Background: an optimization exercise with open tools, aiming at small area, a short achievable clock period and few clock cycles per item. Do not read the settings as production practice.

Setup of red:
==> flow/design.v <==
package ukf_pkg;
    localparam int DEPTH_DEF      = 16;
    localparam int KEY_WIDTH_DEF  = 32;
    localparam int DATA_WIDTH_DEF = 32;
    localparam int STATUS_W = 3;
    localparam logic [STATUS_W-1:0] ST_ENQUEUED  = 3'd0;
    localparam logic [STATUS_W-1:0] ST_DUPLICATE = 3'd1;
    localparam logic [STATUS_W-1:0] ST_FULL      = 3'd2;
    localparam logic [STATUS_W-1:0] ST_DEQUEUED  = 3'd3;
    localparam logic [STATUS_W-1:0] ST_EMPTY     = 3'd4;
    localparam logic REQ_ENQUEUE = 1'b0;
    localparam logic REQ_DEQUEUE = 1'b1;
    typedef struct packed {
        logic load;      
        logic scan;      
        logic read;      
        logic commit;    
    } ukf_cmd_t;
    typedef struct packed {
        logic empty;
        logic scan_hit;
        logic scan_last;
        logic out_free;
    } ukf_stat_t;
endpackage
import ukf_pkg::*;
module ukf_dpath
#(
    parameter int DEPTH      = ukf_pkg::DEPTH_DEF,
    parameter int KEY_WIDTH  = ukf_pkg::KEY_WIDTH_DEF,
    parameter int DATA_WIDTH = ukf_pkg::DATA_WIDTH_DEF,
    localparam int OCC_W     = $clog2(DEPTH + 1),
    localparam int IN_W      = ((KEY_WIDTH + DATA_WIDTH + 7) / 8) * 8,
    localparam int OUT_W     = ((OCC_W + KEY_WIDTH + DATA_WIDTH + 7) / 8) * 8
)
(
    input  logic                clk,
    input  logic                rst_n,
    input  logic                s_tvalid,
    output logic                s_tready,
    input  logic [IN_W-1:0]     s_tdata,
    input  logic                s_tuser,
    output logic                m_tvalid,
    input  logic                m_tready,
    output logic [OUT_W-1:0]    m_tdata,
    output logic [ukf_pkg::STATUS_W-1:0] m_tuser
);
    localparam int PTR_W = $clog2(DEPTH);
    localparam int ENT_W = KEY_WIDTH + DATA_WIDTH;
    logic                  in_valid;
    logic                  in_req;
    logic [KEY_WIDTH-1:0]  in_key;
    logic [DATA_WIDTH-1:0] in_data;
    logic [DEPTH-1:0]      valid;
    logic [DEPTH-1:0]      head_oh;         
    logic [PTR_W-1:0]      tail;
    logic [OCC_W-1:0]      count;
    logic [KEY_WIDTH-1:0]  key_mem  [DEPTH];
    logic [DATA_WIDTH-1:0] data_mem [DEPTH];
    logic                  skid_valid;      
    logic [STATUS_W-1:0]   skid_status;
    logic [OCC_W-1:0]      skid_occ;
    logic                  out_valid;
    logic [STATUS_W-1:0]   out_status;
    logic [OCC_W-1:0]      out_occ;
    logic [ENT_W-1:0]      out_ent;
    logic                  full;
    logic                  empty;
    logic                  fire;
    logic                  wr_en;
    logic [DEPTH-1:0]      match_reg;
    logic [DEPTH-1:0]      match_in;
    logic [KEY_WIDTH-1:0]  s_key;
    logic                  dup;
    logic                  enq_ok;
    logic                  deq_ok;
    logic [STATUS_W-1:0]   p_status;
    logic [OCC_W-1:0]      p_occ;
    logic [OCC_W-1:0]      occ_enq;
    logic [OCC_W-1:0]      occ_deq;
    logic [STATUS_W-1:0]   st_enq;
    logic [STATUS_W-1:0]   st_deq;
    logic                  busy_reg;
    logic                  out_load;
    logic [DEPTH-1:0]      rd_sel;
    logic                  rd_take;
    logic [ENT_W-1:0]      rd_raw;
    logic [ENT_W-1:0]      rd_ent;
    assign full     = (count == OCC_W'(DEPTH));
    assign empty    = (count == '0);
    assign s_tready = !busy_reg;
    assign fire     = in_valid && !skid_valid;
    assign wr_en    = in_valid && (in_req == REQ_ENQUEUE) && !skid_valid && !full;
    assign s_key = s_tdata[KEY_WIDTH-1:0];
    always_comb
    begin
        for (int i = 0; i < DEPTH; i++)
        begin
            if (wr_en && (tail == PTR_W'(i)))
            begin
                match_in[i] = (in_key == s_key);
            end
            else
            begin
                match_in[i] = (key_mem[i] == s_key);
            end
        end
    end
    assign dup    = |(match_reg & valid);
    assign enq_ok = fire && (in_req == REQ_ENQUEUE) && !dup && !full;
    assign deq_ok = fire && (in_req == REQ_DEQUEUE) && !empty;
    assign occ_enq = full  ? count : count + OCC_W'(1);
    assign occ_deq = empty ? count : count - OCC_W'(1);
    assign st_enq  = full  ? ST_FULL : ST_ENQUEUED;
    assign st_deq  = empty ? ST_EMPTY : ST_DEQUEUED;
    always_comb
    begin
        if (in_req == REQ_DEQUEUE)
        begin
            p_status = st_deq;
            p_occ    = fire ? occ_deq : count;
        end
        else
        begin
            p_status = dup ? ST_DUPLICATE : st_enq;
            p_occ    = (fire && !dup) ? occ_enq : count;
        end
    end
    assign out_load = !out_valid || m_tready;
    assign rd_take = skid_valid ? (skid_status == ST_DEQUEUED) : deq_ok;
    always_comb
    begin
        for (int i = 0; i < DEPTH; i++)
        begin
            rd_sel[i] = skid_valid ? head_oh[(i + 1) % DEPTH] : head_oh[i];
        end
        rd_raw = '0;
        for (int i = 0; i < DEPTH; i++)
        begin
            rd_raw = rd_raw | ({ENT_W{rd_sel[i]}} & {data_mem[i], key_mem[i]});
        end
    end
    assign rd_ent = rd_take ? rd_raw : '0;
    always_ff @(posedge clk)
    begin
        if (!skid_valid)
        begin
            in_req  <= s_tuser;
            in_key  <= s_key;
            match_reg <= match_in;
            in_data <= s_tdata[KEY_WIDTH +: DATA_WIDTH];
        end
        if (wr_en)
        begin
            key_mem[tail]  <= in_key;
            data_mem[tail] <= in_data;
        end
        if (fire && !out_load)
        begin
            skid_status <= p_status;
            skid_occ    <= p_occ;
        end
        if (out_load)
        begin
            out_status <= skid_valid ? skid_status : p_status;
            out_occ    <= skid_valid ? skid_occ : p_occ;
            out_ent    <= rd_ent;
        end
    end
    always_ff @(posedge clk or negedge rst_n)
    begin
        if (!rst_n)
        begin
            in_valid   <= 1'b0;
            valid      <= '0;
            head_oh    <= DEPTH'(1);
            tail       <= '0;
            count      <= '0;
            skid_valid <= 1'b0;
            busy_reg   <= 1'b0;
            out_valid  <= 1'b0;
        end
        else
        begin
            if (!skid_valid)
            begin
                in_valid <= s_tvalid;
            end
            if (enq_ok)
            begin
                valid[tail] <= 1'b1;
                tail        <= tail + PTR_W'(1);
            end
            if (deq_ok)
            begin
                valid   <= valid & ~head_oh;
                head_oh <= {head_oh[DEPTH-2:0], head_oh[DEPTH-1]};
            end
            count <= p_occ;
            busy_reg <= !m_tready && (busy_reg || (in_valid && out_valid));
            if (out_load)
            begin
                out_valid  <= skid_valid || fire;
                skid_valid <= 1'b0;
            end
            else if (fire)
            begin
                skid_valid <= 1'b1;
            end
        end
    end
    assign m_tvalid = out_valid;
    assign m_tuser  = out_status;
    assign m_tdata  = OUT_W'({out_ent, out_occ});
endmodule
import ukf_pkg::*;
module unique_key_fifo_unit
#(
    parameter int DEPTH      = ukf_pkg::DEPTH_DEF,
    parameter int KEY_WIDTH  = ukf_pkg::KEY_WIDTH_DEF,
    parameter int DATA_WIDTH = ukf_pkg::DATA_WIDTH_DEF,
    localparam int OCC_W     = $clog2(DEPTH + 1),
    localparam int IN_W      = ((KEY_WIDTH + DATA_WIDTH + 7) / 8) * 8,
    localparam int OUT_W     = ((OCC_W + KEY_WIDTH + DATA_WIDTH + 7) / 8) * 8
)
(
    input  logic                clk,
    input  logic                rst_n,
    input  logic                s_tvalid,
    output logic                s_tready,
    input  logic [IN_W-1:0]     s_tdata,
    input  logic                s_tuser,
    output logic                m_tvalid,
    input  logic                m_tready,
    output logic [OUT_W-1:0]    m_tdata,
    output logic [ukf_pkg::STATUS_W-1:0] m_tuser
);
    ukf_dpath #(
        .DEPTH      (DEPTH),
        .KEY_WIDTH  (KEY_WIDTH),
        .DATA_WIDTH (DATA_WIDTH)
    ) u_dpath (
        .clk      (clk),
        .rst_n    (rst_n),
        .s_tvalid (s_tvalid),
        .s_tready (s_tready),
        .s_tdata  (s_tdata),
        .s_tuser  (s_tuser),
        .m_tvalid (m_tvalid),
        .m_tready (m_tready),
        .m_tdata  (m_tdata),
        .m_tuser  (m_tuser)
    );
endmodule
make LEC_CHECK=0 CAP_MARGIN=20 CORE_MARGIN=2 CORE_UTILIZATION=40 SETUP_SLACK_MARGIN=3.3 SLEW_MARGIN=20 finish   # period 6.0 ns
run.sh (not shown) runs the stock make flow with config.mk's settings and CLKGATE_MAP_FILE= SYNTH_SCRIPT=/design/flow/synth_recipe.tcl, a recipe that flattens the netlist after the stock synthesis.
Modified inputs, blue compared to red
--- a/flow/design.v
+++ b/flow/design.v
@@ -79,17 +79,15 @@
     logic [OCC_W-1:0]      occ_enq;
     logic [OCC_W-1:0]      occ_deq;
     logic [STATUS_W-1:0]   st_enq;
     logic [STATUS_W-1:0]   st_deq;
-    logic                  busy_reg;
+    logic                  ready_reg;
     logic                  out_load;
     logic [DEPTH-1:0]      rd_sel;
-    logic                  rd_take;
-    logic [ENT_W-1:0]      rd_raw;
     logic [ENT_W-1:0]      rd_ent;
     assign full     = (count == OCC_W'(DEPTH));
     assign empty    = (count == '0);
-    assign s_tready = !busy_reg;
+    assign s_tready = ready_reg;
     assign fire     = in_valid && !skid_valid;
     assign wr_en    = in_valid && (in_req == REQ_ENQUEUE) && !skid_valid && !full;
     assign s_key = s_tdata[KEY_WIDTH-1:0];
     always_comb
@@ -126,22 +124,27 @@
             p_occ    = (fire && !dup) ? occ_enq : count;
         end
     end
     assign out_load = !out_valid || m_tready;
-    assign rd_take = skid_valid ? (skid_status == ST_DEQUEUED) : deq_ok;
     always_comb
     begin
         for (int i = 0; i < DEPTH; i++)
         begin
-            rd_sel[i] = skid_valid ? head_oh[(i + 1) % DEPTH] : head_oh[i];
-        end
-        rd_raw = '0;
+            if (skid_valid)
+            begin
+                rd_sel[i] = (skid_status == ST_DEQUEUED) && head_oh[(i + 1) % DEPTH];
+            end
+            else
+            begin
+                rd_sel[i] = deq_ok && head_oh[i];
+            end
+        end
+        rd_ent = '0;
         for (int i = 0; i < DEPTH; i++)
         begin
-            rd_raw = rd_raw | ({ENT_W{rd_sel[i]}} & {data_mem[i], key_mem[i]});
-        end
-    end
-    assign rd_ent = rd_take ? rd_raw : '0;
+            rd_ent = rd_ent | ({ENT_W{rd_sel[i]}} & {data_mem[i], key_mem[i]});
+        end
+    end
     always_ff @(posedge clk)
     begin
         if (!skid_valid)
         begin
@@ -176,9 +179,9 @@
             head_oh    <= DEPTH'(1);
             tail       <= '0;
             count      <= '0;
             skid_valid <= 1'b0;
-            busy_reg   <= 1'b0;
+            ready_reg  <= 1'b1;
             out_valid  <= 1'b0;
         end
         else
         begin
@@ -196,17 +199,18 @@
                 valid   <= valid & ~head_oh;
                 head_oh <= {head_oh[DEPTH-2:0], head_oh[DEPTH-1]};
             end
             count <= p_occ;
-            busy_reg <= !m_tready && (busy_reg || (in_valid && out_valid));
             if (out_load)
             begin
                 out_valid  <= skid_valid || fire;
                 skid_valid <= 1'b0;
+                ready_reg  <= 1'b1;
             end
             else if (fire)
             begin
                 skid_valid <= 1'b1;
+                ready_reg  <= 1'b0;
             end
         end
     end
     assign m_tvalid = out_valid;
==> comparison <==
- On number of cells produced by synthesis: between red and blue, it ends up lower for blue.
- From red to blue the numbers moved as follows: total cell area at the placement stage shrank by 1.2%; overall fraction of global-route tracks in use now larger; number of distinct library cell variants in the gate-level netlist after synthesis decreased by 13 relative to the old numbers; number of vias after detailed routing has remained practically unchanged; weighted congestion reported at the end of routability-driven placement went down.
- The run with more routed wire is blue, not red.
- Looking at post-route core utilization, blue sits 3.8 points above red.
- Of blue and red, it is blue that has the higher amount of wire on met2 after detailed routing.
- The run showing the smaller first-pass GRT wire length is red.
- Simple-gate area share of the yosys netlist ends up lower on blue.
- Compared with red, blue ends up with more cell area.
- blue vs red, worst setup path startpoint: u_dpath.count[0] vs u_dpath.head_oh[6]
Function was not checked in any run of this note: the RTL went through the layout flow alone.

static timing again, ports no longer ideal:
The results above use ideal ports. As a check the final layouts listed here were re-extracted and re-timed, cells and wires unchanged.
Step 1: set_driving_cell puts a clkbuf_16 on clk and a buf_2 on each other input, an assumption about the parent block.
Step 2, shift: input delay + t, output delay - t, t = (earliest + latest rising clock arrival at the registers) / 2. This alone moves slack from input paths to output paths.
Three values: ideal ports, drivers, drivers and shift; two values: the first two.
run | t, ns | setup slack, ns | worst data-port slew with drivers (ns)
red | 0.861 | 3.165 / 3.165 / 2.337 | 0.13
blue | 0.885 | 2.881 / 2.881 / 2.374 | 0.13
After both steps every run listed still meets setup and hold. The setup slack of red, which loses most, moves by 0.000 ns with the drivers and by -0.828 ns with both steps.
